From an optimization exercise on the open Yosys and OpenROAD flow, aimed at small area, a short achievable clock period and few clock cycles per item; shortcuts taken in it are not production practice. In this exercise RTL edits were held to simulation tests only and were not proved equivalent to the original.

### flow/design.v
package aesTypesPkg;
    localparam int blockBytes = 16;
    localparam int numRounds = 10;
    localparam int keyStoreBytes = 176;
    typedef logic [7:0] aesByte;
    typedef logic [8*blockBytes-1:0] aesBlock;
    typedef logic [3:0] roundIndex;
    typedef logic [7:0] keyAddr;
endpackage
`timescale 1ns/1ps
import aesTypesPkg::*;
module aesDecryptTop (
    input  logic       clock,
    input  logic       arstN,
    input  logic       keyWrite,
    input  logic [7:0] keyAddress,
    input  logic [7:0] keyByte,
    input  logic       inValid,
    input  logic [7:0] inByte,
    output logic       outValid,
    output logic [7:0] outByte,
    output logic       busy
);
    function automatic logic [3:0] gf16Mul(input logic [3:0] a, input logic [3:0] b);
        logic [6:0] p;
        p = '0;
        for (int i = 0; i < 4; i++) if (b[i]) p = p ^ (7'(a) << i);
        gf16Mul = p[3:0] ^ {p[6:4], 1'b0} ^ {1'b0, p[6:4]};
    endfunction
    function automatic logic [3:0] gf16Inv(input logic [3:0] a);
        case (a)
            4'd0: gf16Inv = 4'd0;
            4'd1: gf16Inv = 4'd1;
            4'd2: gf16Inv = 4'd9;
            4'd3: gf16Inv = 4'd14;
            4'd4: gf16Inv = 4'd13;
            4'd5: gf16Inv = 4'd11;
            4'd6: gf16Inv = 4'd7;
            4'd7: gf16Inv = 4'd6;
            4'd8: gf16Inv = 4'd15;
            4'd9: gf16Inv = 4'd2;
            4'd10: gf16Inv = 4'd12;
            4'd11: gf16Inv = 4'd5;
            4'd12: gf16Inv = 4'd10;
            4'd13: gf16Inv = 4'd4;
            4'd14: gf16Inv = 4'd3;
            4'd15: gf16Inv = 4'd8;
            default: gf16Inv = 4'd0;
        endcase
    endfunction
    function automatic logic [3:0] gf16Sq(input logic [3:0] a);
        gf16Sq = gf16Mul(a, a);
    endfunction
    function automatic logic [7:0] towerIn(input logic [7:0] x);
        logic [7:0] t;
        t[0] = x[1] ^ x[5] ^ x[6] ^ 1;
        t[1] = x[1] ^ x[4] ^ x[7] ^ 1;
        t[2] = x[1] ^ x[4] ^ 1;
        t[3] = x[0] ^ x[1] ^ x[2] ^ x[3] ^ x[5] ^ x[6];
        t[4] = x[0] ^ x[1] ^ x[2] ^ x[4] ^ x[5] ^ x[6] ^ x[7];
        t[5] = x[3] ^ x[4] ^ x[5] ^ x[6];
        t[6] = x[0] ^ x[4] ^ x[5] ^ x[6] ^ 1;
        t[7] = x[1] ^ x[2] ^ x[6] ^ x[7];
        towerIn = t;
    endfunction
    function automatic logic [11:0] sboxFront(input logic [7:0] t);
        sboxFront = {t[7:4], t[7:4] ^ t[3:0], gf16Inv(gf16Mul(gf16Sq(t[7:4]), 4'd8) ^ gf16Mul(t[3:0], t[7:4] ^ t[3:0]))};
    endfunction
    function automatic logic [7:0] sboxBack(input logic [11:0] f);
        sboxBack = {gf16Mul(f[11:8], f[3:0]), gf16Mul(f[7:4], f[3:0])};
    endfunction
    function automatic logic [31:0] invMixTower(input logic [31:0] c);
        invMixTower[0] = ~(c[0] ^ c[3] ^ c[4] ^ c[6] ^ c[7] ^ c[8] ^ c[10] ^ c[12] ^ c[13] ^ c[19] ^ c[20] ^ c[21] ^ c[22] ^ c[25] ^ c[26] ^ c[27] ^ c[28] ^ c[29] ^ c[30] ^ c[31]);
        invMixTower[1] = ~(c[0] ^ c[5] ^ c[6] ^ c[7] ^ c[8] ^ c[11] ^ c[12] ^ c[17] ^ c[23] ^ c[26] ^ c[28] ^ c[30] ^ c[31]);
        invMixTower[2] = ~(c[0] ^ c[4] ^ c[5] ^ c[6] ^ c[7] ^ c[8] ^ c[11] ^ c[15] ^ c[19] ^ c[22] ^ c[23] ^ c[25] ^ c[27] ^ c[30] ^ c[31]);
        invMixTower[3] = c[0] ^ c[7] ^ c[8] ^ c[11] ^ c[14] ^ c[15] ^ c[16] ^ c[17] ^ c[20] ^ c[22] ^ c[23] ^ c[28] ^ c[29] ^ c[31];
        invMixTower[4] = c[2] ^ c[3] ^ c[4] ^ c[6] ^ c[9] ^ c[11] ^ c[12] ^ c[13] ^ c[14] ^ c[15] ^ c[18] ^ c[19] ^ c[20] ^ c[23] ^ c[24] ^ c[26] ^ c[27] ^ c[30] ^ c[31];
        invMixTower[5] = c[0] ^ c[6] ^ c[7] ^ c[8] ^ c[11] ^ c[13] ^ c[15] ^ c[16] ^ c[18] ^ c[19] ^ c[22] ^ c[24] ^ c[25] ^ c[26] ^ c[28] ^ c[29] ^ c[30] ^ c[31];
        invMixTower[6] = ~(c[1] ^ c[2] ^ c[5] ^ c[8] ^ c[10] ^ c[11] ^ c[12] ^ c[13] ^ c[15] ^ c[16] ^ c[17] ^ c[19] ^ c[21] ^ c[22] ^ c[23] ^ c[24] ^ c[29] ^ c[30] ^ c[31]);
        invMixTower[7] = c[1] ^ c[4] ^ c[5] ^ c[6] ^ c[7] ^ c[8] ^ c[9] ^ c[11] ^ c[15] ^ c[16] ^ c[18] ^ c[21] ^ c[26] ^ c[28] ^ c[29] ^ c[31];
        invMixTower[8] = ~(c[1] ^ c[2] ^ c[3] ^ c[4] ^ c[5] ^ c[6] ^ c[7] ^ c[8] ^ c[11] ^ c[12] ^ c[14] ^ c[15] ^ c[16] ^ c[18] ^ c[20] ^ c[21] ^ c[27] ^ c[28] ^ c[29] ^ c[30]);
        invMixTower[9] = ~(c[2] ^ c[4] ^ c[6] ^ c[7] ^ c[8] ^ c[13] ^ c[14] ^ c[15] ^ c[16] ^ c[19] ^ c[20] ^ c[25] ^ c[31]);
        invMixTower[10] = ~(c[1] ^ c[3] ^ c[6] ^ c[7] ^ c[8] ^ c[12] ^ c[13] ^ c[14] ^ c[15] ^ c[16] ^ c[19] ^ c[23] ^ c[27] ^ c[30] ^ c[31]);
        invMixTower[11] = c[4] ^ c[5] ^ c[7] ^ c[8] ^ c[15] ^ c[16] ^ c[19] ^ c[22] ^ c[23] ^ c[24] ^ c[25] ^ c[28] ^ c[30] ^ c[31];
        invMixTower[12] = c[0] ^ c[2] ^ c[3] ^ c[6] ^ c[7] ^ c[10] ^ c[11] ^ c[12] ^ c[14] ^ c[17] ^ c[19] ^ c[20] ^ c[21] ^ c[22] ^ c[23] ^ c[26] ^ c[27] ^ c[28] ^ c[31];
        invMixTower[13] = c[0] ^ c[1] ^ c[2] ^ c[4] ^ c[5] ^ c[6] ^ c[7] ^ c[8] ^ c[14] ^ c[15] ^ c[16] ^ c[19] ^ c[21] ^ c[23] ^ c[24] ^ c[26] ^ c[27] ^ c[30];
        invMixTower[14] = ~(c[0] ^ c[5] ^ c[6] ^ c[7] ^ c[9] ^ c[10] ^ c[13] ^ c[16] ^ c[18] ^ c[19] ^ c[20] ^ c[21] ^ c[23] ^ c[24] ^ c[25] ^ c[27] ^ c[29] ^ c[30] ^ c[31]);
        invMixTower[15] = c[2] ^ c[4] ^ c[5] ^ c[7] ^ c[9] ^ c[12] ^ c[13] ^ c[14] ^ c[15] ^ c[16] ^ c[17] ^ c[19] ^ c[23] ^ c[24] ^ c[26] ^ c[29];
        invMixTower[16] = ~(c[3] ^ c[4] ^ c[5] ^ c[6] ^ c[9] ^ c[10] ^ c[11] ^ c[12] ^ c[13] ^ c[14] ^ c[15] ^ c[16] ^ c[19] ^ c[20] ^ c[22] ^ c[23] ^ c[24] ^ c[26] ^ c[28] ^ c[29]);
        invMixTower[17] = ~(c[1] ^ c[7] ^ c[10] ^ c[12] ^ c[14] ^ c[15] ^ c[16] ^ c[21] ^ c[22] ^ c[23] ^ c[24] ^ c[27] ^ c[28]);
        invMixTower[18] = ~(c[3] ^ c[6] ^ c[7] ^ c[9] ^ c[11] ^ c[14] ^ c[15] ^ c[16] ^ c[20] ^ c[21] ^ c[22] ^ c[23] ^ c[24] ^ c[27] ^ c[31]);
        invMixTower[19] = c[0] ^ c[1] ^ c[4] ^ c[6] ^ c[7] ^ c[12] ^ c[13] ^ c[15] ^ c[16] ^ c[23] ^ c[24] ^ c[27] ^ c[30] ^ c[31];
        invMixTower[20] = c[2] ^ c[3] ^ c[4] ^ c[7] ^ c[8] ^ c[10] ^ c[11] ^ c[14] ^ c[15] ^ c[18] ^ c[19] ^ c[20] ^ c[22] ^ c[25] ^ c[27] ^ c[28] ^ c[29] ^ c[30] ^ c[31];
        invMixTower[21] = c[0] ^ c[2] ^ c[3] ^ c[6] ^ c[8] ^ c[9] ^ c[10] ^ c[12] ^ c[13] ^ c[14] ^ c[15] ^ c[16] ^ c[22] ^ c[23] ^ c[24] ^ c[27] ^ c[29] ^ c[31];
        invMixTower[22] = ~(c[0] ^ c[1] ^ c[3] ^ c[5] ^ c[6] ^ c[7] ^ c[8] ^ c[13] ^ c[14] ^ c[15] ^ c[17] ^ c[18] ^ c[21] ^ c[24] ^ c[26] ^ c[27] ^ c[28] ^ c[29] ^ c[31]);
        invMixTower[23] = c[0] ^ c[2] ^ c[5] ^ c[10] ^ c[12] ^ c[13] ^ c[15] ^ c[17] ^ c[20] ^ c[21] ^ c[22] ^ c[23] ^ c[24] ^ c[25] ^ c[27] ^ c[31];
        invMixTower[24] = ~(c[0] ^ c[2] ^ c[4] ^ c[5] ^ c[11] ^ c[12] ^ c[13] ^ c[14] ^ c[17] ^ c[18] ^ c[19] ^ c[20] ^ c[21] ^ c[22] ^ c[23] ^ c[24] ^ c[27] ^ c[28] ^ c[30] ^ c[31]);
        invMixTower[25] = ~(c[0] ^ c[3] ^ c[4] ^ c[9] ^ c[15] ^ c[18] ^ c[20] ^ c[22] ^ c[23] ^ c[24] ^ c[29] ^ c[30] ^ c[31]);
        invMixTower[26] = ~(c[0] ^ c[3] ^ c[7] ^ c[11] ^ c[14] ^ c[15] ^ c[17] ^ c[19] ^ c[22] ^ c[23] ^ c[24] ^ c[28] ^ c[29] ^ c[30] ^ c[31]);
        invMixTower[27] = c[0] ^ c[3] ^ c[6] ^ c[7] ^ c[8] ^ c[9] ^ c[12] ^ c[14] ^ c[15] ^ c[20] ^ c[21] ^ c[23] ^ c[24] ^ c[31];
        invMixTower[28] = c[1] ^ c[3] ^ c[4] ^ c[5] ^ c[6] ^ c[7] ^ c[10] ^ c[11] ^ c[12] ^ c[15] ^ c[16] ^ c[18] ^ c[19] ^ c[22] ^ c[23] ^ c[26] ^ c[27] ^ c[28] ^ c[30];
        invMixTower[29] = c[0] ^ c[3] ^ c[5] ^ c[7] ^ c[8] ^ c[10] ^ c[11] ^ c[14] ^ c[16] ^ c[17] ^ c[18] ^ c[20] ^ c[21] ^ c[22] ^ c[23] ^ c[24] ^ c[30] ^ c[31];
        invMixTower[30] = ~(c[0] ^ c[2] ^ c[3] ^ c[4] ^ c[5] ^ c[7] ^ c[8] ^ c[9] ^ c[11] ^ c[13] ^ c[14] ^ c[15] ^ c[16] ^ c[21] ^ c[22] ^ c[23] ^ c[25] ^ c[26] ^ c[29]);
        invMixTower[31] = c[0] ^ c[1] ^ c[3] ^ c[7] ^ c[8] ^ c[10] ^ c[13] ^ c[18] ^ c[20] ^ c[21] ^ c[23] ^ c[25] ^ c[28] ^ c[29] ^ c[30] ^ c[31];
    endfunction
    function automatic logic [7:0] fromTower(input logic [7:0] x);
        fromTower[0] = x[0] ^ x[7];
        fromTower[1] = x[4] ^ x[5] ^ x[7];
        fromTower[2] = x[1];
        fromTower[3] = x[1] ^ x[6] ^ x[7];
        fromTower[4] = x[1] ^ x[3] ^ x[6] ^ x[7];
        fromTower[5] = x[2] ^ x[4] ^ x[6];
        fromTower[6] = x[1] ^ x[2] ^ x[3] ^ x[7];
        fromTower[7] = x[2] ^ x[4] ^ x[6] ^ x[7];
    endfunction
    function automatic logic [7:0] toTower(input logic [7:0] x);
        toTower[0] = x[0] ^ x[5] ^ x[7];
        toTower[1] = x[2];
        toTower[2] = x[2] ^ x[3] ^ x[4] ^ x[5] ^ x[6] ^ x[7];
        toTower[3] = x[3] ^ x[4];
        toTower[4] = x[4] ^ x[5] ^ x[6];
        toTower[5] = x[1] ^ x[4] ^ x[6] ^ x[7];
        toTower[6] = x[2] ^ x[3] ^ x[5] ^ x[7];
        toTower[7] = x[5] ^ x[7];
    endfunction
    function automatic logic [127:0] invShiftBlock(input logic [127:0] blk);
        logic [127:0] result;
        for (int r = 0; r < 4; r++) begin
            for (int c = 0; c < 4; c++) begin
                result[8*(r + 4*c) +: 8] = blk[8*(r + 4*((c - r + 4) % 4)) +: 8];
            end
        end
        invShiftBlock = result;
    endfunction
    logic [127:0] keyRow [numRounds + 1];
    logic         wrPending;
    logic         wrCommit;
    logic [numRounds:0]  wrRow;
    logic [blockBytes-1:0] wrByte;
    logic [7:0]   wrData;
    logic [127:0] inShift;
    logic [3:0]   inCount;
    logic         blockFull;
    logic [3:0]   gapCount;
    logic [127:0] stage0;
    logic [191:0] stage1;
    logic [127:0] stage2;
    logic         valid0, valid1, valid2;
    logic [3:0]   round0, round1, round2;
    logic [numRounds:0] keySel;
    logic [127:0] outShift;
    logic [3:0]   outCount;
    logic accept;
    logic keyAccept;
    logic inFlight;
    logic loopBusy;
    logic enterNow;
    logic finish;
    logic idle;
    assign accept    = inValid && idle;
    assign keyAccept = keyWrite && idle;
    assign inFlight  = valid0 || valid1 || valid2;
    assign loopBusy  = valid2 && (round2 != 4'd0);
    assign finish    = valid2 && (round2 == 4'd0);
    logic       blockFullNext;
    logic [3:0] gapCountNext;
    logic       wrPendingNext;
    logic       inFlightNext;
    logic       enterNext;
    always_comb begin
        if (accept && (inCount == 4'(blockBytes - 1))) begin
            blockFullNext = 1'b1;
        end else if (enterNow) begin
            blockFullNext = 1'b0;
        end else begin
            blockFullNext = blockFull;
        end
        if (enterNow) begin
            gapCountNext = 4'(blockBytes - 1);
        end else if (gapCount != 4'd0) begin
            gapCountNext = gapCount - 4'd1;
        end else begin
            gapCountNext = gapCount;
        end
        if (keyAccept) begin
            wrPendingNext = 32'(keyAddress) < keyStoreBytes;
        end else if (!inFlight) begin
            wrPendingNext = 1'b0;
        end else begin
            wrPendingNext = wrPending;
        end
        inFlightNext = enterNow || loopBusy || valid0 || valid1;
        enterNext    = blockFullNext && (gapCountNext == 4'd0) && !(valid1 && (round1 != 4'd0));
    end
    always_ff @(posedge clock or negedge arstN) begin
        if (!arstN) begin
            inCount   <= '0;
            blockFull <= 1'b0;
            gapCount  <= '0;
            wrPending <= 1'b0;
            wrCommit  <= 1'b0;
            idle      <= 1'b1;
            enterNow  <= 1'b0;
        end else begin
            if (accept) begin
                inCount <= inCount + 4'd1;
            end
            blockFull <= blockFullNext;
            gapCount  <= gapCountNext;
            wrPending <= wrPendingNext;
            wrCommit  <= wrPendingNext && !inFlightNext;
            enterNow  <= enterNext;
            idle      <= !((blockFullNext && !enterNext) || wrPendingNext);
        end
    end
    always_ff @(posedge clock) begin
        busy <= arstN && ((blockFullNext && !enterNext) || wrPendingNext);
    end
    always_ff @(posedge clock) begin
        if (keyAccept) begin
            for (int r = 0; r <= numRounds; r++) begin
                wrRow[r] <= keyAddress[7:4] == 4'(r);
            end
            for (int b = 0; b < blockBytes; b++) begin
                wrByte[b] <= keyAddress[3:0] == 4'(b);
            end
            wrData <= (keyAddress[7:4] == 4'(numRounds)) ? keyByte : toTower(keyByte);
        end
        for (int r = 0; r <= numRounds; r++) begin
            for (int b = 0; b < blockBytes; b++) begin
                if (wrCommit && wrRow[r] && wrByte[b]) begin
                    keyRow[r][8*b +: 8] <= wrData;
                end
            end
        end
    end
    always_ff @(posedge clock) begin
        for (int r = 0; r <= numRounds; r++) begin
            keySel[r] <= round0 == 4'(r);
        end
    end
    logic [127:0] roundKey;
    always_comb begin
        roundKey = '0;
        for (int r = 0; r <= numRounds; r++) begin
            roundKey = roundKey | (keyRow[r] & {128{keySel[r]}});
        end
    end
    always_ff @(posedge clock) begin
        if (accept) begin
            inShift <= {towerIn(inByte ^ keyRow[numRounds][8*inCount +: 8]), inShift[127:8]};
        end
    end
    logic [127:0] shifted;
    logic [191:0] front;
    logic [127:0] back;
    logic [127:0] nextState;
    always_comb begin
        shifted = invShiftBlock(stage0);
        for (int i = 0; i < blockBytes; i++) begin
            front[12*i +: 12] = sboxFront(shifted[8*i +: 8]);
            back[8*i +: 8]    = sboxBack(stage1[12*i +: 12]) ^ roundKey[8*i +: 8];
        end
        for (int c = 0; c < 4; c++) begin
            nextState[32*c +: 32] = invMixTower(stage2[32*c +: 32]);
        end
    end
    always_ff @(posedge clock or negedge arstN) begin
        if (!arstN) begin
            valid0 <= 1'b0;
            valid1 <= 1'b0;
            valid2 <= 1'b0;
            round0 <= '0;
            round1 <= '0;
            round2 <= '0;
        end else begin
            if (enterNow) begin
                valid0 <= 1'b1;
                round0 <= 4'(numRounds - 1);
            end else begin
                valid0 <= loopBusy;
                round0 <= round2 - 4'd1;
            end
            valid1 <= valid0;
            round1 <= round0;
            valid2 <= valid1;
            round2 <= round1;
        end
    end
    always_ff @(posedge clock) begin
        stage0 <= enterNow ? inShift : nextState;
        stage1 <= front;
        stage2 <= back;
    end
    logic outIdle;
    logic outLast;
    assign outLast = !outIdle && (outCount == 4'(blockBytes - 1));
    always_ff @(posedge clock or negedge arstN) begin
        if (!arstN) begin
            outValid <= 1'b0;
            outIdle  <= 1'b1;
            outCount <= '0;
        end else if (finish) begin
            outValid <= 1'b1;
            outIdle  <= 1'b0;
            outCount <= '0;
        end else if (!outIdle) begin
            outCount <= outCount + 4'd1;
            if (outLast) begin
                outValid <= 1'b0;
                outIdle  <= 1'b1;
            end
        end
    end
    always_ff @(posedge clock) begin
        if (finish) begin
            outShift <= {stage2[127:8], fromTower(stage2[7:0])};
        end else begin
            outShift <= {8'h00, outShift[127:16], fromTower(outShift[15:8])};
        end
    end
    assign outByte  = outShift[7:0];
endmodule
### flow/flow/run.sh
#!/bin/bash
# The standard layout, with Yosys's adder extraction turned off: the s-box and column-mix
# logic is all XOR/AND, and pre-mapped half-adder cells would cut ABC's delay optimisation.
set -euo pipefail
bash standard.sh ADDER_MAP_FILE= finish > standard_flow.log 2>&1
### flow/standard.sh
#!/bin/bash
# synth_recipe.tcl (not shown) runs the flow's synth.tcl, then flattens the netlist and writes it again
# the make line also repeats each setting of config.mk as NAME=value (left out here)
make -C /OpenROAD-flow-scripts/flow DESIGN_CONFIG=/design/flow/config.mk WORK_HOME=/design/flow/orfs CLKGATE_MAP_FILE= SYNTH_SCRIPT=/design/flow/synth_recipe.tcl "${@:-finish}"
### flow/config.mk
export PLATFORM = sky130hd
export DESIGN_NAME = aesDecryptTop
export DESIGN_NICKNAME = aesDecryptTop
export VERILOG_FILES = /design/flow/design.v
export SDC_FILE = /design/flow/constraint.sdc
export NUM_CORES = 4
export LEC_CHECK = 0
export CAP_MARGIN = 20
export CORE_MARGIN = 2
export CORE_UTILIZATION = 40
export CTS_CLUSTER_DIAMETER = 100
export CTS_CLUSTER_SIZE = 20
export SETUP_SLACK_MARGIN = 5
export SLEW_MARGIN = 20
### flow/constraint.sdc
create_clock -name core_clock -period 8.0 [get_ports {clock}]
set_input_delay 1.6000 -clock core_clock [delete_from_list [all_inputs] [get_ports {clock}]]
set_output_delay 1.6000 -clock core_clock [all_outputs]
set_load 0.01 [all_outputs]
==> flow_summary.json, run 1 <==
{
  "outcome": "no timing/DRC/antenna violations",
  "ys_ff_latch": 2193,
  "synth_fp_nets": 7623,
  "finalHoldViolations": 0,
  "dpl.cell_count": 10358,
  "synthTopCellsByArea": "edfxtp_1, xnor2_1, dfxtp_1",
  "synth_top_family_by_area": "XOR/XNOR gates",
  "die_area_mm2": 0.246,
  "synth-seq-area-share": 0.619,
  "post-route-period-util": 0.375,
  "crit_buf_inv": 1,
  "rows": 180,
  "reg2reg_depth": 5,
  "r2r_setup_slack_ns": 5.04,
  "max_stage_delay_ns": 0.46,
  "syn_area_mm2": 0.0967,
  "htreeDepth": 4,
  "postCtsHoldBufs": 0,
  "min_to": "round2[0]",
  "ys_types": 65,
  "cp_max_fo": 2,
  "yosys.area_share.xor_xnor": 0.174,
  "netlist.area_leader.share": 0.488,
  "layout-drive-gt1-share": 0.0525,
  "slew_viol_final": 0,
  "final_common_cell": "edfxtp_1",
  "holdPathStages": 0,
  "fin_cells": 10577,
  "crit_required_ns": 6.40,
  "yosys_warnings": 2,
  "place_congestion": 0.919,
  "synth-simple-area-share": 0.0855,
  "cts_sinks": 2193,
  "vias_per_cell": 5.61,
  "clock_path_buffers": 3,
  "cp-start-kind": "flip-flop",
  "clkTransAtPathRegs_ns": 0.08,
  "portBuffers": 37,
  "criticalPathCategory": "flip-flop to output port",
  "finalClockSkew_ns": 0.0516,
  "gr-total-overflow": 0,
  "cts_buffers": 130,
  "cp_slowest_cell": "dfrtp_2",
  "area_growth_pct": 7.19,
  "drt-initial-drc-count": 7213,
  "core-area_mm2": 0.241,
  "tightest_slew_ns": 1.11,
  "period_minus_slack_ns": 3.00,
  "slew-limit-headroom": 0.263,
  "antenna_found_initial": 12,
  "grt_usage": 0.225,
  "syn_inst": 7595,
  "design_area_mm2": 0.104,
  "avgRoutedWirePerCell_um": 26.6,
  "antenna_left": 0,
  "rsz0062_at_grt": "true",
  "fin_nets": 7340,
  "endpoint_kind": "output port",
  "min_path_type": "flip-flop to flip-flop",
  "die_x_um": 496,
  "pin_count": 38,
  "grt_pass1_vias": 56637,
  "final-setup-viol-count": 0,
  "die_h_um": 496,
  "clock_tree.root_cell": "clkbuf_16",
  "fin_setup_tns_ns": 0,
  "first_pass_iters": 6,
  "rr_startpoint": "keySel[5]",
  "synth-compound-area-share": 0.0783,
  "synthFlopType": "edfxtp_1",
  "drv_cap": 0,
  "yosysTopAreaCell": "edfxtp_1",
  "cp_top_family": "flip-flops",
  "vias": 59321,
  "synth_fa_ha_area_frac": 0.000621,
  "clock_latency_ns": 0.83,
  "synth_edf_count": 1571,
  "whs_ns": 0.388,
  "crit_chain": "buf_6",
  "r2r_end": "stage2[20]",
  "critPathArrivalTime_ns": 1.40,
  "hpwl_um": 187000,
  "hp-start": "round1[0]",
  "grt_first_pass_wirelength_um": 406000,
  "avgSynthCellArea_um2": 12.7,
  "ys_async_sr_fraction": 0.0155,
  "tritoncts": "built",
  "synth_mux_area_frac": 0.0208,
  "routed_wl_um": 282000,
  "start_util": 0.402,
  "post-route-drc-count": 0,
  "post_dp_cell_area_mm2": 0.0996,
  "mostFrequentLayoutCells": "edfxtp_1, xnor2_1, nand2_1",
  "grt_max_degree": 177,
  "clock.fmax_mhz": 333
}
## Yosys cell counts (all sizes together) (7+ instances only)
master and instances:
o2bb2ai 9, or2 19, o211ai 14, nand3 124, dfrtp 32, a32oi 13
a222oi 129, nor3 26, a211oi 16, mux2 60, and3 221, o21ai 121
inv 25, nor2 105, mux2i 61, nor2b 78, a21oi 78, nand2b 72
edfxtp 1571, a22o 224, a221oi 230, nand2 1127, mux4 32, a31oi 9
dfxtp 588, a22oi 71, xnor2 1456, xor2 459, buf 74, clkbuf 445
nand3b 18, a21o 7
## sequential cells by signal, summed over array words and instances (netlist names), 4 cells and up
signal    count
keySel       11
wrData        8
stage1      192
outCount      4
outShift    128
stage2      128
round0        4
inCount       4
round1        4
round2        4
gapCount      4
wrByte       16
keyRow     1408
wrRow        11
inShift     128
stage0      128
## per-layer routing
metal  global-route usage  wire [µm]  vias up
met3               0.0380      23800      313
met4               0.0533       6350        0
li1                     -          -    26363
met2                0.350     129000     2555
met1                0.327     123000    30090
met5                    0          0        -
## kinds of logic after synthesis
| group | Yosys count |
|---|---|
| XOR/XNOR | 1917 |
| adder cells (fa/ha/maj) | 6 |
| flip-flops | 2193 |
| AO/OA/AOI/OAI | 951 |
| AND/OR/NAND/NOR | 1831 |
| buffers and inverters | 544 |
| multiplexers | 153 |
## area by class of cell
cell class | count | area [µm²]
Inverter | 25 | 93.8
Tap cell | 3185 | 3990
Timing Repair Buffer | 103 | 1000
Fill cell | 21903 | 137000
Sequential cell | 2193 | 59900
Clock buffer | 178 | 3520
Antenna cell | 15 | 37.5
Clock inverter | 19 | 318
Multi-Input combinational cell | 4859 | 34800
## metrics by stage
step,util,setup slack [ns]
2_1_floorplan,-,4.96
3_3_place_gp,0.414,4.18
3_5_place_dp,0.414,4.15
4_1_cts,0.430,4.89
5_1_grt,0.431,4.93
6_report,0.431,5.00
## worst max-delay path by stage
stage	startpoint	end	slack (ns)	cells after the start
floorplan	inValid	busy	4.96	6
global placement	inValid	inShift[9]	4.18	3
detailed placement	inValid	inShift[9]	4.15	3
finish	outValid	outValid	5.00	1
CTS	busy	busy	4.89	1
global route	outValid	outValid	4.93	1
## timing repair
action | in CTS | in global routing
hold endpoints to repair | 0 | 0
cloned | 1 | 1
pin swaps | 3 | 1
gates resized for setup | 69 | 8
endpoints found under the setup margin | 121 | 84
buffers inserted | 3 | 0
Testbench counts, summed over its fixed seeds: cycles 4,472, blocks 256.
==> run 2, diff against run 1 <==
--- a/flow/config.mk
+++ b/flow/config.mk
@@ -7,8 +7,9 @@
 export LEC_CHECK = 0
 export CAP_MARGIN = 20
 export CORE_MARGIN = 2
-export CORE_UTILIZATION = 40
+export CORE_UTILIZATION = 50
 export CTS_CLUSTER_DIAMETER = 100
 export CTS_CLUSTER_SIZE = 20
+export PLACE_DENSITY = 0.65
 export SETUP_SLACK_MARGIN = 5
 export SLEW_MARGIN = 20
==> run 2 against run 1 <==
- fmax up 0.75%
- via count up 0.26%
- global-route usage up 4.6 points
- largest cell class unchanged
- flip-flop and latch count unchanged
- count of clock-buffer cells in the layout up 10
- clock skew down 0.0044 ns
- first-iteration DRC count up 10%
- die area down 20%
- critical path depth unchanged
- register-to-register slack about the same
- still clean
==> flow_summary.json, run 2 <==
{
  "outcome": "no timing/DRC/antenna violations",
  "yosysTopAreaCell": "edfxtp_1",
  "syn_inst": 7595,
  "clock_latency_ns": 0.84,
  "synth-seq-area-share": 0.619,
  "portBuffers": 37,
  "grt_pass1_vias": 56209,
  "period_minus_slack_ns": 2.98,
  "crit_required_ns": 6.40,
  "first_pass_iters": 8,
  "slew-limit-headroom": 0.187,
  "grt_max_degree": 166,
  "clkTransAtPathRegs_ns": 0.09,
  "pin_count": 38,
  "syn_area_mm2": 0.0967,
  "ys_types": 65,
  "post-route-drc-count": 0,
  "vias_per_cell": 5.99,
  "cp_slowest_cell": "dfrtp_1",
  "vias": 59478,
  "core-area_mm2": 0.192,
  "grt_first_pass_wirelength_um": 393000,
  "fin_cells": 9929,
  "cp_max_fo": 2,
  "crit_chain": "buf_2",
  "avgRoutedWirePerCell_um": 27.5,
  "finalHoldViolations": 0,
  "fin_setup_tns_ns": 0,
  "start_util": 0.503,
  "dpl.cell_count": 9697,
  "htreeDepth": 4,
  "synth_fp_nets": 7623,
  "antenna_left": 0,
  "min_path_type": "flip-flop to flip-flop",
  "synthFlopType": "edfxtp_1",
  "avgSynthCellArea_um2": 12.7,
  "synth_edf_count": 1571,
  "clock_tree.root_cell": "clkbuf_16",
  "critPathArrivalTime_ns": 1.38,
  "final_common_cell": "edfxtp_1",
  "rsz0062_at_grt": "true",
  "netlist.area_leader.share": 0.488,
  "drt-initial-drc-count": 7947,
  "cp_top_family": "flip-flops",
  "cp-start-kind": "flip-flop",
  "mostFrequentLayoutCells": "edfxtp_1, xnor2_1, nand2_1",
  "hpwl_um": 181000,
  "routed_wl_um": 273000,
  "criticalPathCategory": "flip-flop to output port",
  "reg_top3": "keyRow x1408, stage1 x192",
  "synth_commonest_cells": "edfxtp_1, xnor2_1, nand2_1",
  "largest_reg_flops": 1408,
  "endpoint_kind": "output port",
  "antenna_found_initial": 15,
  "yosys_warnings": 2,
  "slew_viol_final": 0,
  "max_stage_delay_ns": 0.41,
  "grt_usage": 0.271,
  "yosysMostFrequentCell": "edfxtp_1",
  "tritoncts": "built",
  "area_growth_pct": 6.43,
  "cts_sinks": 2193,
  "die_area_mm2": 0.197,
  "drv_cap": 0,
  "die_h_um": 444,
  "postCtsHoldBufs": 0,
  "ys_async_sr_fraction": 0.0155,
  "finalClockSkew_ns": 0.0471,
  "die_x_um": 444,
  "rows": 161,
  "place_congestion": 0.927,
  "final-setup-viol-count": 0,
  "clock_path_buffers": 3,
  "gr-total-overflow": 0,
  "synthTopCellsByArea": "edfxtp_1, xnor2_1, dfxtp_1",
  "tightest_slew_ns": 1.22,
  "top_register": "keyRow",
  "ys_ff_latch": 2193,
  "clock.fmax_mhz": 335,
  "fin_nets": 7346,
  "post-route-period-util": 0.373,
  "crit_buf_inv": 1,
  "layout-drive-gt1-share": 0.0530,
  "cts_buffers": 131
}
[run 2: cell families (layout without fill, tap and decap cells)]
family | after synthesis | count (layout) | synth area share
mux | 153 | 153 | 0.0208
compound gates | 951 | 951 | 0.0783
simple gates | 1831 | 1832 | 0.0855
other cells | 0 | 9 | 0
buf+inv | 544 | 342 | 0.0220
flops | 2193 | 2193 | 0.619
xor+xnor | 1917 | 1917 | 0.174
fa+ha+maj | 6 | 6 | 0.000621
[run 2: final timing paths]
path                            start           end  slack (ns)  depth (start not counted)
max                          outValid      outValid        5.02                          1
min                         round1[2]     round2[2]        0.39                          0
max reg2reg                inCount[0]  inShift[123]        5.04                          7
min reg2reg                 round1[2]     round2[2]        0.39                          0
max in group asynchronous       arstN      wrCommit        6.32                          1
min in group asynchronous       arstN    inCount[2]        0.94                          1
[run 2: area by class of cell]
class | count | area (µm²)
clock buffers | 188 | 3580
flip-flops and latches | 2193 | 59900
diodes | 9 | 22.5
clock inverters | 21 | 353
multi-input cells | 4859 | 34800
inverters | 25 | 93.8
repair buffers | 108 | 1040
well taps | 2526 | 3160
fillers | 15820 | 89500
[run 2: metal layers]
metal / track usage / wire length [µm] / up-vias
met5: 0 / 68 / -
met4: 0.0755 / 7660 / 10
met3: 0.0528 / 26100 / 413
met2: 0.419 / 125000 / 2861
met1: 0.390 / 115000 / 29815
li1: - / - / 26379
[run 2: repair_timing]
action	4_1_cts	5_1_grt
endpoints found under the hold margin	0	0
setup endpoints to repair	62	79
setup buffers	1	11
pin swaps	1	4
cloned	0	2
gates resized for setup	53	9
[run 2: metrics by stage]
stage | instance area [µm²] | setup WS, ns | utilization | hold WS [ns]
3_3_place_gp | 98800 | 4.19 | 0.513 | 0.365
5_1_grt | 103000 | 4.96 | 0.535 | 0.395
6_report | 103000 | 5.02 | 0.535 | 0.392
2_1_floorplan | 96700 | 4.96 | - | 0.329
3_5_place_dp | 98800 | 4.21 | 0.513 | 0.367
4_1_cts | 103000 | 4.88 | 0.534 | 0.392
==> run 3, diff against run 2 <==
==> flow/flow/run.sh (replaced) <==
#!/bin/bash
set -euo pipefail
bash standard.sh ADDER_MAP_FILE= SETUP_SLACK_MARGIN=5.25 finish > standard_flow.log 2>&1
--- a/flow/config.mk
+++ b/flow/config.mk
@@ -7,9 +7,7 @@
 export LEC_CHECK = 0
 export CAP_MARGIN = 20
 export CORE_MARGIN = 2
-export CORE_UTILIZATION = 50
+export CORE_UTILIZATION = 40
 export CTS_CLUSTER_DIAMETER = 100
 export CTS_CLUSTER_SIZE = 20
-export PLACE_DENSITY = 0.65
-export SETUP_SLACK_MARGIN = 5
 export SLEW_MARGIN = 20
==> run 3 against run 2 <==
- utilization shrank 10 points
- synthesized cell count stayed put
- count of clock-buffer cells in the layout shrank 17
- die area grew 25%
- flip-flop and latch count is the same
- critical path depth stayed put
- clock skew is 0.011 ns lower
==> flow_summary.json, run 3 <==
{
  "ys_types": 65,
  "first_pass_iters": 8,
  "pin_count": 38,
  "synth_fa_ha_area_frac": 0.000621,
  "synthFlopType": "edfxtp_1",
  "clock_latency_ns": 0.81,
  "portBuffers": 37,
  "drt-initial-drc-count": 7464,
  "area_growth_pct": 7.61,
  "cp-start-kind": "flip-flop",
  "avgRoutedWirePerCell_um": 26.5,
  "grt_usage": 0.223,
  "tightest_slew_ns": 1.06,
  "die_h_um": 496,
  "clock.fmax_mhz": 329,
  "ys_ff_latch": 2193,
  "grt_pass1_vias": 55960,
  "endpoint_kind": "output port",
  "cp_slowest_cell": "dfrtp_2",
  "avgSynthCellArea_um2": 12.7,
  "reg_top3": "keyRow x1408, stage1 x192",
  "outcome": "no timing/DRC/antenna violations",
  "crit_required_ns": 6.40,
  "fin_cells": 10569,
  "synth_commonest_cells": "edfxtp_1, xnor2_1, nand2_1",
  "cts_sinks": 2193,
  "grt_first_pass_wirelength_um": 403000,
  "routed_wl_um": 280000,
  "ys_async_sr_fraction": 0.0155,
  "synth_fp_nets": 7623,
  "fin_setup_tns_ns": 0,
  "antenna_found_initial": 10,
  "cts_buffers": 130,
  "clock_tree.root_cell": "clkbuf_16",
  "vias": 58952,
  "max_stage_delay_ns": 0.48,
  "dpl.cell_count": 10357,
  "clkTransAtPathRegs_ns": 0.08,
  "syn_inst": 7595,
  "clock_path_buffers": 3,
  "drv_cap": 0,
  "htreeDepth": 4,
  "synth_top_family_by_area": "XOR/XNOR gates",
  "synth-seq-area-share": 0.619,
  "crit_buf_inv": 1,
  "core-area_mm2": 0.241,
  "postCtsHoldBufs": 0,
  "die_area_mm2": 0.246,
  "layout-drive-gt1-share": 0.0596,
  "die_x_um": 496,
  "synth-compound-area-share": 0.0783,
  "fin_nets": 7351,
  "finalClockSkew_ns": 0.0362,
  "slew_viol_final": 0,
  "hpwl_um": 186000,
  "finalHoldViolations": 0,
  "largest_reg_flops": 1408,
  "synthTopCellsByArea": "edfxtp_1, xnor2_1, dfxtp_1",
  "grt_max_degree": 177,
  "cp_max_fo": 2,
  "final_common_cell": "edfxtp_1",
  "yosysMostFrequentCell": "edfxtp_1",
  "cp_top_family": "flip-flops",
  "synth_edf_count": 1571,
  "tritoncts": "built",
  "min_path_type": "flip-flop to flip-flop",
  "mostFrequentLayoutCells": "edfxtp_1, xnor2_1, nand2_1",
  "post-route-drc-count": 0,
  "critPathArrivalTime_ns": 1.44,
  "top_register": "keyRow",
  "place_congestion": 0.890,
  "slew-limit-headroom": 0.290,
  "synth-simple-area-share": 0.0855,
  "synth_mux_area_frac": 0.0208,
  "netlist.area_leader.share": 0.488,
  "rows": 180,
  "vias_per_cell": 5.58,
  "crit_chain": "buf_6",
  "criticalPathCategory": "flip-flop to output port",
  "post-route-period-util": 0.380,
  "rsz0062_at_grt": "true",
  "final-setup-viol-count": 0,
  "start_util": 0.402,
  "gr-total-overflow": 0,
  "yosys_warnings": 2,
  "antenna_left": 0,
  "syn_area_mm2": 0.0967,
  "yosysTopAreaCell": "edfxtp_1",
  "yosys.area_share.xor_xnor": 0.174,
  "period_minus_slack_ns": 3.04
}
==> run 3: cell counts after synthesis <==
Identical to the previous run, type by type.
==> run 3: logic make-up after synthesis <==
kind of cell | Yosys count
flip-flops | 2193
buffers and inverters | 544
XOR/XNOR | 1917
AND/OR/NAND/NOR | 1831
AO/OA/AOI/OAI | 951
multiplexers | 153
adder cells (fa/ha/maj) | 6
==> run 3: cell type report <==
class,count,area (µm²)
fill,21804,136000
sequential,2193,59900
multi-input combinational,4861,35100
tap,3185,3990
clock buffer,171,3490
timing repair buffer,112,1220
clock inverter,18,260
inverter,25,93.8
antenna,4,10.0
==> run 3: per-stage QoR <==
stage / utilization / setup slack [ns] / hold slack (ns) / area (µm²)
2_1_floorplan: - / 5.03 / 0.329 / 96700
6_report: 0.433 / 4.96 / 0.377 / 104000
3_3_place_gp: 0.414 / 4.11 / 0.366 / 99600
3_5_place_dp: 0.414 / 4.06 / 0.364 / 99600
4_1_cts: 0.432 / 4.91 / 0.381 / 104000
5_1_grt: 0.432 / 4.93 / 0.384 / 104000
==> run 3: path summary, 6_finish.rpt <==
check	endpoint	startpoint	slack (ns)	cells past startpoint
min in group asynchronous	inCount[1]	arstN	0.90	2
worst max-delay path	outValid	outValid	4.96	1
max in group asynchronous	wrCommit	arstN	6.60	2
worst min register to register	round2[2]	round1[2]	0.38	0
worst max register to register	stage2[87]	keySel[1]	5.12	5
worst min-delay path	round2[2]	round1[2]	0.38	0
==> run 3: routing by layer <==
metal  share of wire  routed length (µm)  global-route usage
met5         0.00012                  33                   0
met4           0.026                7210              0.0564
met3           0.082               23000              0.0360
met2            0.46              128000               0.346
met1            0.44              122000               0.327
==> run 3: what timing repair did <==
action                                  CTS  global route
cloned                                    5             1
pin swaps                                11             7
buffers inserted                         11             1
endpoints found under the hold margin     0             0
resized for setup                       110            38
endpoints found under the setup margin  342           123
==> run 4, diff against run 3 <==
--- a/flow/design.v
+++ b/flow/design.v
@@ -148,6 +148,7 @@
     logic         valid0, valid1, valid2;
     logic [3:0]   round0, round1, round2;
     logic [numRounds:0] keySel;
+    logic [numRounds:0] keySelN;
     logic [127:0] outShift;
     logic [3:0]   outCount;
     logic accept;
@@ -224,7 +225,7 @@
             for (int b = 0; b < blockBytes; b++) begin
                 wrByte[b] <= keyAddress[3:0] == 4'(b);
             end
-            wrData <= (keyAddress[7:4] == 4'(numRounds)) ? keyByte : toTower(keyByte);
+            wrData <= (keyAddress[7:4] == 4'(numRounds)) ? towerIn(keyByte) : toTower(keyByte);
         end
         for (int r = 0; r <= numRounds; r++) begin
             for (int b = 0; b < blockBytes; b++) begin
@@ -236,19 +237,20 @@
     end
     always_ff @(posedge clock) begin
         for (int r = 0; r <= numRounds; r++) begin
-            keySel[r] <= round0 == 4'(r);
+            keySel[r]  <= round0 == 4'(r);
+            keySelN[r] <= round0 != 4'(r);
         end
     end
     logic [127:0] roundKey;
     always_comb begin
         roundKey = '0;
         for (int r = 0; r <= numRounds; r++) begin
-            roundKey = roundKey | (keyRow[r] & {128{keySel[r]}});
+            roundKey = roundKey | (keyRow[r] & {{64{!keySelN[r]}}, {64{keySel[r]}}});
         end
     end
     always_ff @(posedge clock) begin
         if (accept) begin
-            inShift <= {towerIn(inByte ^ keyRow[numRounds][8*inCount +: 8]), inShift[127:8]};
+            inShift <= {towerIn(inByte) ^ 8'h47 ^ keyRow[numRounds][8*inCount +: 8], inShift[127:8]};
         end
     end
     logic [127:0] shifted;
--- a/flow/config.mk
+++ b/flow/config.mk
@@ -7,7 +7,8 @@
 export LEC_CHECK = 0
 export CAP_MARGIN = 20
 export CORE_MARGIN = 2
-export CORE_UTILIZATION = 40
+export CORE_UTILIZATION = 50
 export CTS_CLUSTER_DIAMETER = 100
 export CTS_CLUSTER_SIZE = 20
+export PLACE_DENSITY = 0.65
 export SLEW_MARGIN = 20
==> run 4 against run 3 <==
- critical path depth did not move
- fmax grew 2.8%
- first-iteration DRC count increased by 0.76%
- clock skew is 0.012 ns higher
- critical endpoint unchanged
- via count shrank 0.28%
==> flow_summary.json, run 4 <==
{
  "netlist.area_leader.share": 0.483,
  "hpwl_um": 180000,
  "period_minus_slack_ns": 2.96,
  "synthFlopType": "edfxtp_1",
  "antenna_left": 0,
  "min_path_type": "flip-flop to flip-flop",
  "layout-drive-gt1-share": 0.0623,
  "cp_top_family": "flip-flops",
  "endpoint_kind": "output port",
  "fin_setup_tns_ns": 0,
  "wl_met3_um": 21600,
  "avgSynthCellArea_um2": 12.9,
  "vias": 58786,
  "routed.top_layer": "met4",
  "place_congestion": 0.917,
  "synthTopCellsByArea": "edfxtp_1, xnor2_1, dfxtp_1",
  "clock_path_buffers": 3,
  "antenna_found_initial": 8,
  "ys_async_sr_fraction": 0.0154,
  "final_common_cell": "edfxtp_1",
  "synth_edf_count": 1571,
  "syn_inst": 7564,
  "finalHoldViolations": 0,
  "ys_ff_latch": 2204,
  "wl_met1_um": 116000,
  "yosysMostFrequentCell": "edfxtp_1",
  "die_h_um": 446,
  "yosys_warnings": 2,
  "r2r_setup_slack_ns": 5.25,
  "largest_reg_flops": 1408,
  "yosysTopAreaCell": "edfxtp_1",
  "first_pass_iters": 8,
  "drt-initial-drc-count": 7521,
  "htreeDepth": 4,
  "vias_per_cell": 5.90,
  "post-route-period-util": 0.369,
  "design_area_mm2": 0.104,
  "reg_top3": "keyRow x1408, stage1 x192",
  "synth-seq-area-share": 0.615,
  "synth_fp_nets": 7592,
  "cp.depth": 1,
  "postCtsHoldBufs": 0,
  "criticalPathCategory": "flip-flop to output port",
  "die_x_um": 446,
  "grt_max_degree": 181,
  "cp_slowest_cell": "dfrtp_1",
  "post_dp_cell_area_mm2": 0.0996,
  "area_growth_pct": 6.38,
  "gr-total-overflow": 0,
  "slew-limit-headroom": 0.291,
  "grt_first_pass_wirelength_um": 390000,
  "fin_util": 0.534,
  "slew_viol_final": 0,
  "hp-start": "round1[3]",
  "pin_count": 38,
  "portBuffers": 37,
  "tritoncts": "built",
  "top_register": "keyRow",
  "rows": 162,
  "critPathArrivalTime_ns": 1.36,
  "start_util": 0.502,
  "routed_wl_um": 268000,
  "clkTransAtPathRegs_ns": 0.08,
  "cp-startpoint": "outValid",
  "r2r_end": "stage2[49]",
  "avgRoutedWirePerCell_um": 26.9,
  "grt_pass1_vias": 55958,
  "die_area_mm2": 0.199,
  "tightest_slew_ns": 1.06,
  "crit_buf_inv": 1,
  "rr_startpoint": "keySel[8]",
  "clock_latency_ns": 0.83,
  "final-setup-viol-count": 0,
  "cts_sinks": 2204,
  "outcome": "no timing/DRC/antenna violations",
  "cp_max_fo": 2,
  "drv_cap": 0,
  "post-route-drc-count": 0,
  "mostFrequentLayoutCells": "edfxtp_1, xnor2_1, nand2_1",
  "rsz0062_at_grt": "true",
  "clock_tree.root_cell": "clkbuf_16",
  "cp-start-kind": "flip-flop",
  "syn_area_mm2": 0.0976,
  "reg2reg_depth": 6,
  "max_stage_delay_ns": 0.43,
  "met2WireLength_um": 125000,
  "grt_usage": 0.267,
  "core-area_mm2": 0.194,
  "finalClockSkew_ns": 0.0477,
  "crit_required_ns": 6.40,
  "cts_buffers": 131,
  "fillers": 16064,
  "whs_ns": 0.378,
  "synth_commonest_cells": "edfxtp_1, xnor2_1, nand2_1",
  "endpoint": "outValid",
  "clock.fmax_mhz": 338,
  "fin_nets": 7349,
  "crit_chain": "buf_6",
  "ys_types": 83
}
==> run 4: kinds of logic after synthesis <==
group           share of synthesized area
compound gates                     0.0768
xor+xnor                            0.183
fa+ha+maj                        0.000526
buf+inv                            0.0234
flops                               0.615
mux                                0.0186
simple gates                       0.0820
==> run 4: metrics by stage <==
stage,cells,worst slack (ns)
after detailed placement,9715,4.20
after global placement,9715,4.23
after global routing,9963,5.00
after floorplan,7564,5.06
after CTS,9949,5.00
final,9970,5.04
==> run 4: how the worst min path moves through the flow <==
| stage | slack (ns) | cells past startpoint | end |
|---|---|---|---|
| 2_1_floorplan | 0.33 | 0 | stage1[104] |
| 3_3_place_gp | 0.36 | 0 | round2[2] |
| 3_5_place_dp | 0.37 | 0 | round2[2] |
| 4_1_cts | 0.38 | 0 | round2[2] |
| 5_1_grt | 0.39 | 0 | round2[3] |
| 6_report | 0.38 | 0 | round2[3] |
==> run 4: repair_timing <==
| item | in CTS | in global routing |
|---|---|---|
| endpoints found under the hold margin | 0 | 0 |
| resized for setup | 62 | 19 |
| pin swaps | 0 | 0 |
| endpoints found under the setup margin | 24 | 923 |
| gates cloned | 1 | 1 |
| setup buffers | 1 | 11 |
==> run 4: final cells by class <==
cell class	count	area (µm²)	area share
inverter	45	179	0.00172
tap	2542	3180	0.0306
sequential	2204	60100	0.579
multi-input combinational	4823	35300	0.340
timing repair buffer	116	1060	0.0102
clock buffer	213	3650	0.0351
clock inverter	19	324	0.00312
antenna	8	20.0	0.000193
==> run 4: metal layers <==
metal / up-vias / track usage
li1: 26347 / -
met1: 29736 / 0.390
met2: 2423 / 0.420
met3: 280 / 0.0417
met4: 0 / 0.0581
met5: - / 0
Testbench counts of run 4, summed over its fixed seeds: cycles 4,472, blocks 256.
==> run 5, diff against run 4 <==
==> flow/flow/run.sh (replaced) <==
#!/bin/bash
# The standard layout, with Yosys's adder extraction turned off: the s-box and column-mix
# logic is all XOR/AND, and pre-mapped half-adder cells would cut ABC's delay optimisation.
set -euo pipefail
bash standard.sh ADDER_MAP_FILE= finish > standard_flow.log 2>&1
--- a/flow/config.mk
+++ b/flow/config.mk
@@ -11,4 +11,5 @@
 export CTS_CLUSTER_DIAMETER = 100
 export CTS_CLUSTER_SIZE = 20
 export PLACE_DENSITY = 0.65
+export SETUP_SLACK_MARGIN = 5
 export SLEW_MARGIN = 20
==> run 5 against run 4 <==
- critical path depth unchanged
- die area unchanged
- worst setup slack better by 0.0095 ns
- flip-flop and latch count unchanged
==> flow_summary.json, run 5 <==
{
  "place_congestion": 0.935,
  "die_x_um": 446,
  "tightest_slew_ns": 1.11,
  "pin_count": 38,
  "post_dp_cell_area_mm2": 0.0995,
  "syn_area_mm2": 0.0976,
  "gr-total-overflow": 0,
  "vias": 58615,
  "die_h_um": 446,
  "cts_sinks": 2204,
  "htreeDepth": 4,
  "core-area_mm2": 0.194,
  "yosys_warnings": 2,
  "fin_util": 0.532,
  "antenna_left": 0,
  "final-setup-viol-count": 0,
  "synth_edf_count": 1571,
  "rows": 162,
  "endpoint_kind": "output port",
  "netlist.area_leader.share": 0.483,
  "tritoncts": "built",
  "clkTransAtPathRegs_ns": 0.08,
  "synthTopCellsByArea": "edfxtp_1, xnor2_1, dfxtp_1",
  "reg_top3": "keyRow x1408, stage1 x192",
  "critPathArrivalTime_ns": 1.35,
  "vias_per_cell": 5.90,
  "rsz0062_at_grt": "false",
  "grt_first_pass_wirelength_um": 389000,
  "post-route-period-util": 0.368,
  "crit_buf_inv": 1,
  "ys_types": 83,
  "yosysTopAreaCell": "edfxtp_1",
  "clock_latency_ns": 0.82,
  "cp_max_fo": 2,
  "largest_reg_flops": 1408,
  "slew_viol_final": 0,
  "crit_required_ns": 6.40,
  "crit_chain": "buf_2",
  "top_register": "keyRow",
  "routed_wl_um": 268000,
  "slew-limit-headroom": 0.261,
  "clock_path_buffers": 3,
  "mostFrequentLayoutCells": "edfxtp_1, xnor2_1, nand2_1",
  "cp-start-kind": "flip-flop",
  "drv_cap": 0,
  "start_util": 0.502,
  "avgSynthCellArea_um2": 12.9,
  "cp_top_family": "flip-flops",
  "final_common_cell": "edfxtp_1",
  "synthFlopType": "edfxtp_1",
  "whs_ns": 0.386,
  "grt_usage": 0.266,
  "outcome": "no timing/DRC/antenna violations",
  "fin_nets": 7334,
  "finalClockSkew_ns": 0.0462,
  "worst_slack_ns": 5.05,
  "cp_slowest_cell": "dfrtp_1",
  "synth_fp_nets": 7592,
  "post-route-drc-count": 0,
  "hpwl_um": 178000,
  "period_minus_slack_ns": 2.95,
  "first_pass_iters": 7,
  "max_stage_delay_ns": 0.40,
  "area_growth_pct": 5.98,
  "grt_max_degree": 173,
  "fin_setup_tns_ns": 0,
  "layout-drive-gt1-share": 0.0588,
  "syn_inst": 7564,
  "ys_async_sr_fraction": 0.0154,
  "portBuffers": 37,
  "synth_commonest_cells": "edfxtp_1, xnor2_1, nand2_1",
  "postCtsHoldBufs": 0,
  "avgRoutedWirePerCell_um": 26.9,
  "ys_ff_latch": 2204,
  "cts_buffers": 131,
  "design_area_mm2": 0.103,
  "die_area_mm2": 0.199,
  "drt-initial-drc-count": 6871,
  "grt_pass1_vias": 56390,
  "finalHoldViolations": 0,
  "min_path_type": "flip-flop to flip-flop",
  "criticalPathCategory": "flip-flop to output port",
  "clock.fmax_mhz": 339,
  "synth-seq-area-share": 0.615,
  "yosysMostFrequentCell": "edfxtp_1",
  "antenna_found_initial": 15,
  "place_ws_ns": 4.02,
  "clock_tree.root_cell": "clkbuf_16"
}
-- run 5: cell count changes in the layout (fill, tap and decap cells not counted), moves of 4 or more --
cell      change
buf_2         +8
dfxtp_2       -4
clkbuf_1     -17
buf_6        -14
buf_4         -9
dfxtp_1       +5
-- run 5: final cells by class --
type / instances / area (µm²)
Fill cell: 16031 / 91000
Antenna cell: 5 / 12.5
Multi-Input combinational cell: 4824 / 35300
Tap cell: 2542 / 3180
Inverter: 45 / 175
Timing Repair Buffer: 100 / 832
Sequential cell: 2204 / 60000
Clock inverter: 16 / 255
Clock buffer: 196 / 3600
-- run 5: timing repair --
item / 4_1_cts / 5_1_grt
cloned: 2 / 0
pin swaps: 1 / 0
resized for setup: 42 / 6
buffers inserted: 0 / 1
endpoints found under the setup margin: 116 / 53
-- run 5: final timing paths --
path | from | to | slack (ns) | depth (start not counted)
max | outValid | outValid | 5.05 | 1
min | round1[1] | round2[1] | 0.39 | 0
max reg2reg | keySelN[0] | stage2[85] | 5.16 | 6
min reg2reg | round1[1] | round2[1] | 0.39 | 0
max in group asynchronous | arstN | wrCommit | 6.51 | 1
min in group asynchronous | arstN | gapCount[3] | 0.87 | 1
-- run 5: per-layer routing --
| layer | global-route usage | vias to the layer above | wire (µm) | share of wire |
|---|---|---|---|---|
| met1 | 0.379 | 29464 | 114000 | 0.43 |
| li1 | - | 26281 | - | - |
| met3 | 0.0456 | 384 | 22100 | 0.083 |
| met2 | 0.414 | 2476 | 123000 | 0.46 |
| met5 | 0 | - | 70 | 0.00026 |
| met4 | 0.0830 | 10 | 8510 | 0.032 |
-- run 5: cells by family after synthesis --
logic type	Yosys count	synth area share
mux	124	0.0186
buf+inv	538	0.0234
flops	2204	0.615
xor+xnor	1983	0.183
compound gates	920	0.0768
fa+ha+maj	5	0.000526
simple gates	1790	0.0820
-- run 5: metrics by stage --
| step | instances |
|---|---|
| global route | 9928 |
| floorplan | 7564 |
| CTS | 9925 |
| detailed placement | 9711 |
| finish | 9932 |
| global placement | 9711 |
==> run 6, diff against run 5 <==
--- a/flow/config.mk
+++ b/flow/config.mk
@@ -9,7 +9,7 @@
 export CORE_MARGIN = 2
 export CORE_UTILIZATION = 50
 export CTS_CLUSTER_DIAMETER = 100
-export CTS_CLUSTER_SIZE = 20
+export CTS_CLUSTER_SIZE = 25
 export PLACE_DENSITY = 0.65
 export SETUP_SLACK_MARGIN = 5
 export SLEW_MARGIN = 20
==> run 6 against run 5 <==
- utilization decreased by 0.35 points
- wire length decreased by 0.51%
- worst setup slack got worse by 0.0034 ns
- clock skew decreased by 0.0044 ns
- critical path type unchanged
- critical endpoint unchanged
==> flow_summary.json, run 6 <==
{
  "outcome": "no timing/DRC/antenna violations",
  "synth_edf_count": 1571,
  "finalHoldViolations": 0,
  "netlist.area_leader.share": 0.483,
  "grt_first_pass_wirelength_um": 387000,
  "yosys_warnings": 2,
  "critPathArrivalTime_ns": 1.35,
  "tightest_slew_ns": 1.10,
  "fin_util": 0.528,
  "die_h_um": 446,
  "ys_async_sr_fraction": 0.0154,
  "rsz0062_at_grt": "false",
  "r2r_end": "stage2[66]",
  "avgRoutedWirePerCell_um": 26.9,
  "place_congestion": 0.935,
  "antenna_left": 0,
  "synthTopCellsByArea": "edfxtp_1, xnor2_1, dfxtp_1",
  "cp_slowest_cell": "dfrtp_1",
  "drt-initial-drc-count": 6949,
  "vias": 58422,
  "core-area_mm2": 0.194,
  "grt_usage": 0.264,
  "final-setup-viol-count": 0,
  "hp-start": "round1[1]",
  "endpoint_kind": "output port",
  "post-route-drc-count": 0,
  "rows": 162,
  "fin_setup_tns_ns": 0,
  "grt_max_degree": 173,
  "synth-seq-area-share": 0.615,
  "yosysMostFrequentCell": "edfxtp_1",
  "top_register": "keyRow",
  "gr-total-overflow": 0,
  "clock.fmax_mhz": 339,
  "ys_ff_latch": 2204,
  "post-route-period-util": 0.369,
  "mostFrequentLayoutCells": "edfxtp_1, xnor2_1, nand2_1",
  "finalClockSkew_ns": 0.0418,
  "place_ws_ns": 4.02,
  "crit_chain": "buf_2",
  "die_area_mm2": 0.199,
  "crit_required_ns": 6.40,
  "min_path_type": "flip-flop to flip-flop",
  "cts_buffers": 102,
  "yosysTopAreaCell": "edfxtp_1",
  "clock_latency_ns": 0.80,
  "cp_top_family": "flip-flops",
  "hpwl_um": 178000,
  "crit_buf_inv": 1,
  "tritoncts": "built",
  "holdPathStages": 0,
  "vias_per_cell": 5.90,
  "clock_path_buffers": 3,
  "max_stage_delay_ns": 0.42,
  "area_growth_pct": 5.28,
  "drv_cap": 0,
  "postCtsHoldBufs": 0,
  "fin_nets": 7303,
  "synthFlopType": "edfxtp_1",
  "routed_wl_um": 266000,
  "die_x_um": 446,
  "rr_startpoint": "keySelN[0]",
  "start_util": 0.502,
  "layout-drive-gt1-share": 0.0549,
  "cts_sinks": 2204,
  "reg_top3": "keyRow x1408, stage1 x192",
  "r2r_setup_slack_ns": 5.17,
  "avgSynthCellArea_um2": 12.9,
  "synth_commonest_cells": "edfxtp_1, xnor2_1, nand2_1",
  "synth_fp_nets": 7592,
  "min_to": "round2[1]",
  "largest_reg_flops": 1408,
  "clock_tree.root_cell": "clkbuf_16",
  "pin_count": 38,
  "first_pass_iters": 9,
  "grt_pass1_vias": 56075,
  "criticalPathCategory": "flip-flop to output port",
  "period_minus_slack_ns": 2.95,
  "syn_area_mm2": 0.0976,
  "final_common_cell": "edfxtp_1",
  "clkTransAtPathRegs_ns": 0.10,
  "antenna_found_initial": 13,
  "ys_types": 83,
  "htreeDepth": 3,
  "cp_max_fo": 2,
  "portBuffers": 37,
  "reg2reg_depth": 6,
  "slew-limit-headroom": 0.264,
  "cp-start-kind": "flip-flop",
  "slew_viol_final": 0,
  "syn_inst": 7564,
  "worst_slack_ns": 5.05
}
[run 6: per-layer routing]
metal  track usage  part of all wire
met1         0.378              0.43
met2         0.413              0.46
met3        0.0424             0.082
met4        0.0816             0.030
met5             0           0.00020
[run 6: kinds of logic (layout without fill, tap and decap cells)]
group,count (synthesis),in the layout,synth area share
buffers and inverters,538,331,0.0234
AO/OA/AOI/OAI,920,920,0.0768
XOR/XNOR,1983,1983,0.183
adder cells (fa/ha/maj),5,5,0.000526
AND/OR/NAND/NOR,1790,1792,0.0820
flip-flops,2204,2204,0.615
multiplexers,124,124,0.0186
other,0,8,0
[run 6: worst max-delay path by stage]
stage                              end  startpoint  cells after the start
after floorplan           keyRow[0][0]   wrData[0]                      0
after global placement     inShift[27]     inValid                      3
after detailed placement   inShift[31]     inValid                      3
after CTS                         busy        busy                      1
after global routing          outValid    outValid                      1
final                         outValid    outValid                      1
[run 6: metrics by stage]
stage / instances / hold slack [ns] / cell area [µm²]
global route: 9902 / 0.408 / 103000
finish: 9909 / 0.386 / 103000
CTS: 9901 / 0.388 / 103000
global placement: 9711 / 0.364 / 99500
floorplan: 7564 / 0.326 / 97600
detailed placement: 9711 / 0.367 / 99500
[run 6: cell type report]
class,count,area (µm²)
antenna,8,20.0
clock buffer,176,2960
clock inverter,12,226
fill,16070,91700
inverter,45,175
multi-input combinational,4824,35300
sequential,2204,60100
tap,2542,3180
timing repair buffer,98,807
[run 6: what timing repair did]
item	CTS	global route
setup endpoints to repair	116	60
gates cloned	2	0
pin swaps	1	0
buffers inserted	0	0
gates resized for setup	43	6
==> run 7, diff against run 6 <==
--- a/flow/config.mk
+++ b/flow/config.mk
@@ -7,9 +7,9 @@
 export LEC_CHECK = 0
 export CAP_MARGIN = 20
 export CORE_MARGIN = 2
-export CORE_UTILIZATION = 50
+export CORE_UTILIZATION = 55
 export CTS_CLUSTER_DIAMETER = 100
-export CTS_CLUSTER_SIZE = 25
-export PLACE_DENSITY = 0.65
+export CTS_CLUSTER_SIZE = 20
+export PLACE_DENSITY = 0.7
 export SETUP_SLACK_MARGIN = 5
 export SLEW_MARGIN = 20
==> run 7 against run 6 <==
- synthesized area did not move
- wire length down 1.6%
- global-route usage is 2.3 points higher
- sequential share of layout area fell by 0.25 points
- synthesized cell count stayed put
- non-clock buffer count grew 1
- clock skew decreased by 0.0037 ns
==> flow_summary.json, run 7 <==
{
  "clock.fmax_mhz": 339,
  "slew-limit-headroom": 0.218,
  "grt_first_pass_wirelength_um": 382000,
  "ys_types": 83,
  "mostFrequentLayoutCells": "edfxtp_1, xnor2_1, nand2_1",
  "register_area_mm2": 0.0601,
  "synth-seq-area-share": 0.615,
  "hpwl_um": 174000,
  "finalClockSkew_ns": 0.0381,
  "yosys_warnings": 2,
  "rows": 154,
  "htreeDepth": 4,
  "portBuffers": 37,
  "period_minus_slack_ns": 2.95,
  "synthTopCellsByArea": "edfxtp_1, xnor2_1, dfxtp_1",
  "cp_slowest_cell": "dfxtp_1",
  "synth_edf_count": 1571,
  "clock_tree.root_cell": "clkbuf_16",
  "antenna_left": 0,
  "criticalPathCategory": "flip-flop to output port",
  "whs_ns": 0.379,
  "area_growth_pct": 5.75,
  "synth-simple-area-share": 0.0820,
  "fin_util": 0.585,
  "r2r_end": "keyRow[3][42]",
  "drv_cap": 0,
  "die_x_um": 425,
  "fin_setup_tns_ns": 0,
  "rsz0062_at_grt": "false",
  "ys_ff_latch": 2204,
  "ys_async_sr_fraction": 0.0154,
  "largest_reg_flops": 1408,
  "fillers": 13778,
  "top_register": "keyRow",
  "die_h_um": 425,
  "synth_fa_ha_area_frac": 0.000526,
  "cp_top_family": "flip-flops",
  "cp-start-kind": "flip-flop",
  "design_area_mm2": 0.103,
  "synthFlopType": "edfxtp_1",
  "fin_nets": 7331,
  "synth-compound-area-share": 0.0768,
  "clock_latency_ns": 0.82,
  "avgRoutedWirePerCell_um": 26.9,
  "syn_inst": 7564,
  "avgSynthCellArea_um2": 12.9,
  "crit_required_ns": 6.40,
  "reg_top3": "keyRow x1408, stage1 x192",
  "crit_buf_inv": 1,
  "yosysMostFrequentCell": "edfxtp_1",
  "place_ws_ns": 3.90,
  "critPathArrivalTime_ns": 1.35,
  "syn_area_mm2": 0.0976,
  "core-area_mm2": 0.176,
  "vias": 58717,
  "endpoint_kind": "output port",
  "worst_slack_ns": 5.05,
  "finalHoldViolations": 0,
  "grt_pass1_vias": 56459,
  "postCtsHoldBufs": 0,
  "clkTransAtPathRegs_ns": 0.08,
  "drt-initial-drc-count": 8056,
  "cts_sinks": 2204,
  "outcome": "no timing/DRC/antenna violations",
  "rr_startpoint": "wrCommit",
  "yosysTopAreaCell": "edfxtp_1",
  "place_congestion": 0.944
}
run 7: what timing repair did:
| action | CTS | global route |
|---|---|---|
| endpoints found under the setup margin | 80 | 76 |
| buffers inserted | 1 | 0 |
| gates resized for setup | 39 | 7 |
| cloned | 0 | 1 |
| pin swaps | 0 | 1 |
run 7: final cells by class:
cell class / count / share of cell area
clock inverter: 18 / 0.00284
timing repair buffer: 99 / 0.00820
multi-input combinational: 4823 / 0.342
sequential: 2204 / 0.582
clock buffer: 183 / 0.0345
antenna: 10 / 0.000243
tap: 2340 / 0.0284
inverter: 45 / 0.00165
run 7: worst min-delay path by stage:
| stage | to | slack (ns) | cells after the start |
|---|---|---|---|
| after CTS | round2[2] | 0.38 | 0 |
| after detailed placement | round2[2] | 0.36 | 0 |
| after global placement | round2[2] | 0.36 | 0 |
| after global routing | round2[2] | 0.39 | 0 |
| final | round2[2] | 0.38 | 0 |
| after floorplan | stage1[104] | 0.33 | 0 |
run 7: kinds of logic after synthesis:
group,count (synthesis)
DFF,2204
xor gates and xnor gates,1983
and+or+nand+nor,1790
adders and majority gates,5
muxes,124
buffers and inverters,538
AOI/OAI and AO/OA,920
run 7: stage by stage:
stage          cells
2_1_floorplan   7564
3_3_place_gp    9508
3_5_place_dp    9508
4_1_cts         9710
5_1_grt         9712
6_report        9722
run 7: metal layers:
metal / global-route usage / wire, µm
met1: 0.403 / 107000
met2: 0.443 / 120000
met3: 0.0672 / 26200
met4: 0.0920 / 8400
met5: 0 / 12

## port drivers added, routing unchanged
No port has a modelled driver above. Below, the same layouts with a new extraction and two added sets of constraints. Step 1, drivers: a clkbuf_16 drives clock and a buf_2 each remaining input, both assumed. Step 2 adds t to the input delays and takes it off the output delays; t is the mean of the earliest and latest rising clock arrival at the registers after step 1. Input paths then give back, and output paths get back, about the clock's delay inside the block. a / b / c = no drivers / after step 1 / after step 2; a / b = the first two.
run	t (ns)	setup slack, ns	latest minus earliest clock arrival (ns)	worst register clock-pin slew, ns
run 1	0.891	4.997 / 4.906 / 4.129	0.052 / 0.053	0.09 / 0.09
run 2	0.905	5.019 / 4.924 / 4.250	0.053 / 0.053	0.09 / 0.09
run 3	0.894	4.962 / 4.865 / 4.407	0.048 / 0.048	0.09 / 0.09
run 4	0.897	5.044 / 4.952 / 4.521	0.052 / 0.052	0.09 / 0.09
run 5	0.887	5.054 / 4.964 / 4.345	0.049 / 0.049	0.09 / 0.09
run 6	0.861	5.050 / 4.963 / 4.335	0.059 / 0.059	0.11 / 0.11
run 7	0.894	5.046 / 4.958 / 4.310	0.043 / 0.042	0.09 / 0.09
After both steps setup and hold are still met in every run listed. For run 1, which loses most, drivers alone change the setup slack by -0.091 ns; drivers and shift together by -0.868 ns.
